From an optimization exercise on the open Yosys and OpenROAD flow, aimed at small area and few clock cycles per item; shortcuts taken in it are not production practice. At most, simulation tests tie the RTL to the original design; equivalence was not proved. No activity file was given, so power comes from the tool's default toggle rates.

==> module calc_result_acc, before the edit <==
module calc_result_acc #(
    parameter int ROWS  = 8,
    parameter int COLS  = 4,
    parameter int IN_W  = 17,
    parameter int ACC_W = 16,
    parameter int SHIFT = 8
) (
    input  logic                                     clk,
    input  logic                                     rst_n,
    input  logic                                     in_valid,
    input  logic                                     in_last,
    input  logic [ROWS-1:0][COLS-1:0][IN_W-1:0]      partial_in,
    output logic                                     in_ready,
    output logic                                     out_valid,
    input  logic                                     out_ready,
    output logic [COLS-1:0][ACC_W-1:0]               out_data,
    output logic [$clog2(ROWS)-1:0]                  out_row,
    output logic                                     out_last,
    output logic [15:0]                              tile_cnt
);
    localparam int RW    = $clog2(ROWS);
    localparam int LANES = ROWS * COLS;
    localparam int LO_W  = 8;
    localparam logic [RW-1:0] LAST_ROW = RW'(ROWS - 1);
    localparam int SHIFT_UNUSED = SHIFT;
    localparam logic [1:0] A_EMPTY = 2'd0;   
    localparam logic [1:0] A_PART  = 2'd1;   
    localparam logic [1:0] A_FULL  = 2'd2;   
    localparam logic [1:0] A_ROW0  = 2'd3;   
    logic [1:0]       a_st;
    logic             d_act;                  
    logic [RW-1:0]    row_ptr;
    logic [15:0]      cnt_a;                  
    logic [15:0]      cnt_o;                  
    logic [ACC_W-1:0] accn  [LANES];
    logic             pendn [LANES];
    logic [ACC_W-1:0] shn   [COLS:LANES-1];   
    logic             shpn  [COLS:LANES-1];
    logic [ACC_W-1:0] sumn  [LANES];
    logic             coutn [LANES];
    logic accept, fin, sh_free, xfer, keep;
    logic [15:0] cnt_a_nx;
    assign in_ready = (a_st == A_EMPTY) || (a_st == A_PART) || ((a_st == A_ROW0) && out_ready);
    assign accept   = in_valid && in_ready;
    assign fin      = accept && in_last;
    assign sh_free  = !d_act || ((row_ptr == LAST_ROW) && out_ready);
    assign xfer     = (fin || (a_st == A_FULL)) && sh_free;
    assign keep     = (a_st == A_PART) || (a_st == A_FULL) || ((a_st == A_ROW0) && !out_ready);
    always_comb begin
        if (a_st != A_PART)        cnt_a_nx = 16'd1;
        else if (cnt_a != 16'hFFFF) cnt_a_nx = cnt_a + 16'd1;
        else                        cnt_a_nx = cnt_a;
    end
    always_ff @(posedge clk or negedge rst_n) begin
        if (!rst_n) begin
            a_st    <= A_EMPTY;
            d_act   <= 1'b0;
            row_ptr <= '0;
        end else begin
            if (accept)                          a_st <= !in_last ? A_PART : (xfer ? A_ROW0 : A_FULL);
            else if (xfer)                       a_st <= A_ROW0;
            else if (a_st == A_ROW0 && out_ready) a_st <= A_EMPTY;
            if (xfer)                                           d_act <= 1'b1;
            else if (d_act && out_ready && row_ptr == LAST_ROW) d_act <= 1'b0;
            if (d_act && out_ready) row_ptr <= row_ptr + 1'b1;
        end
    end
    always_ff @(posedge clk) begin
        if (accept) cnt_a <= cnt_a_nx;
        if (xfer)   cnt_o <= fin ? cnt_a_nx : cnt_a;
    end
    for (genvar l = 0; l < LANES; l++) begin : g_lane
        logic [ACC_W-1:0] na, nb;
        logic [ACC_W:0]   ncy;
        always_comb begin
            na = keep   ? accn[l] : '1;
            nb = accept ? ~partial_in[l / COLS][l % COLS][ACC_W-1:0] : '1;
            ncy[0] = 1'b1;
            for (int i = 0; i < ACC_W; i++) begin
                logic nci;
                nci = (i == LO_W) ? (!keep | pendn[l]) : ncy[i];
                sumn[l][i] = na[i] ^ nb[i] ^ nci;
                ncy[i+1]   = (na[i] & nb[i]) | (na[i] & nci) | (nb[i] & nci);
            end
            coutn[l] = ncy[LO_W];
        end
        always_ff @(posedge clk) begin
            accn[l]  <= sumn[l];
            pendn[l] <= coutn[l];
        end
        if (l >= COLS) begin : g_sh
            always_ff @(posedge clk) begin
                if (xfer) begin
                    shn[l]  <= sumn[l];
                    shpn[l] <= coutn[l];
                end
            end
        end
    end
    always_comb begin
        out_valid = d_act;
        out_row   = row_ptr;
        out_last  = (row_ptr == LAST_ROW);
        tile_cnt  = cnt_o;
        for (int c = 0; c < COLS; c++) begin
            logic [ACC_W-1:0] v;
            logic             p;
            if (row_ptr == '0) begin
                v = ~accn[c];
                p = ~pendn[c];
            end else begin
                v = ~shn[{row_ptr, 2'(c)}];
                p = ~shpn[{row_ptr, 2'(c)}];
            end
            out_data[c] = {v[ACC_W-1:LO_W] + (ACC_W-LO_W)'(p), v[LO_W-1:0]};
        end
    end
endmodule
export LEC_CHECK = 0
export CAP_MARGIN = 20
export CORE_MARGIN = 2
export CORE_UTILIZATION = 40
export SLEW_MARGIN = 20
create_clock -name core_clock -period 6.0 [get_ports {clk}]
run.sh (not shown) runs the stock make flow with config.mk's settings and CLKGATE_MAP_FILE= SYNTH_SCRIPT=/design/flow/synth_recipe.tcl, a recipe that flattens the netlist after the stock synthesis.
Testbench counts at the start, summed over its fixed seeds: cycles 3,994, items 384.
==> next run, changes <==
--- a/flow/design.v
+++ b/flow/design.v
@@ -33,10 +33,10 @@
     logic [15:0]      cnt_a;                  
     logic [15:0]      cnt_o;                  
-    logic [ACC_W-1:0] accn  [LANES];
-    logic             pendn [LANES];
-    logic [ACC_W-1:0] shn   [COLS:LANES-1];   
-    logic             shpn  [COLS:LANES-1];
-    logic [ACC_W-1:0] sumn  [LANES];
-    logic             coutn [LANES];
+    logic [ACC_W-1:0] acc  [LANES];
+    logic             pend [LANES];
+    logic [ACC_W-1:0] sh   [COLS:LANES-1];    
+    logic             shp  [COLS:LANES-1];
+    logic [ACC_W-1:0] sum  [LANES];
+    logic             cout [LANES];
     logic accept, fin, sh_free, xfer, keep;
     logic [15:0] cnt_a_nx;
@@ -71,27 +71,27 @@
     end
     for (genvar l = 0; l < LANES; l++) begin : g_lane
-        logic [ACC_W-1:0] na, nb;
-        logic [ACC_W:0]   ncy;
+        logic [ACC_W-1:0] a, b;
+        logic [ACC_W:0]   cy;
         always_comb begin
-            na = keep   ? accn[l] : '1;
-            nb = accept ? ~partial_in[l / COLS][l % COLS][ACC_W-1:0] : '1;
-            ncy[0] = 1'b1;
+            a = keep   ? acc[l] : '0;
+            b = accept ? partial_in[l / COLS][l % COLS][ACC_W-1:0] : '0;
+            cy[0] = 1'b0;
             for (int i = 0; i < ACC_W; i++) begin
-                logic nci;
-                nci = (i == LO_W) ? (!keep | pendn[l]) : ncy[i];
-                sumn[l][i] = na[i] ^ nb[i] ^ nci;
-                ncy[i+1]   = (na[i] & nb[i]) | (na[i] & nci) | (nb[i] & nci);
+                logic ci;
+                ci = (i == LO_W) ? (keep & pend[l]) : cy[i];
+                sum[l][i] = a[i] ^ b[i] ^ ci;
+                cy[i+1]   = (a[i] & b[i]) | (a[i] & ci) | (b[i] & ci);
             end
-            coutn[l] = ncy[LO_W];
+            cout[l] = cy[LO_W];
         end
         always_ff @(posedge clk) begin
-            accn[l]  <= sumn[l];
-            pendn[l] <= coutn[l];
+            acc[l]  <= sum[l];
+            pend[l] <= cout[l];
         end
         if (l >= COLS) begin : g_sh
             always_ff @(posedge clk) begin
                 if (xfer) begin
-                    shn[l]  <= sumn[l];
-                    shpn[l] <= coutn[l];
+                    sh[l]  <= sum[l];
+                    shp[l] <= cout[l];
                 end
             end
@@ -107,9 +107,9 @@
             logic             p;
             if (row_ptr == '0) begin
-                v = ~accn[c];
-                p = ~pendn[c];
+                v = acc[c];
+                p = pend[c];
             end else begin
-                v = ~shn[{row_ptr, 2'(c)}];
-                p = ~shpn[{row_ptr, 2'(c)}];
+                v = sh[{row_ptr, 2'(c)}];
+                p = shp[{row_ptr, 2'(c)}];
             end
             out_data[c] = {v[ACC_W-1:LO_W] + (ACC_W-LO_W)'(p), v[LO_W-1:0]};
After rerunning: Final cell count came out higher by 3.6%. Worst setup slack is worse by 9.1 ps. Power came out higher by 2.6%. First-iteration DRC count came out higher by 32%. Area after synthesis came out higher by 1.9%. Die area came out higher by 1.9%. Routed wire length came out higher by 14%.
Function not checked in the second run of this note: the RTL went through the layout flow alone.

re-timing with driven ports:
The results above use ideal ports. As a check the final layouts listed here were re-extracted and re-timed, cells and wires unchanged.
Step 1, drivers: a clkbuf_16 drives clk and a buf_2 each remaining input, both assumed.
Step 2 also shifts input and output timing later by t, the mid clock arrival at the registers, as if the neighbouring blocks saw the same clock.
a / b / c = no drivers / after step 1 / after step 2; a / b = the first two.
run | t (ns) | setup slack, ns | worst slew at a driven data input, ns | pins driven straight from the clock port
the first run | 0.776 | 0.147 / 0.151 / -0.625 | 0.17 | 1
the second run | 0.772 | 0.138 / 0.064 / -0.259 | 0.27 | 1
Met with ideal ports but missed after step 2: setup timing in the first run and the second run. For the first run, which loses most, drivers alone change the setup slack by +0.004 ns; drivers and shift together by -0.772 ns.
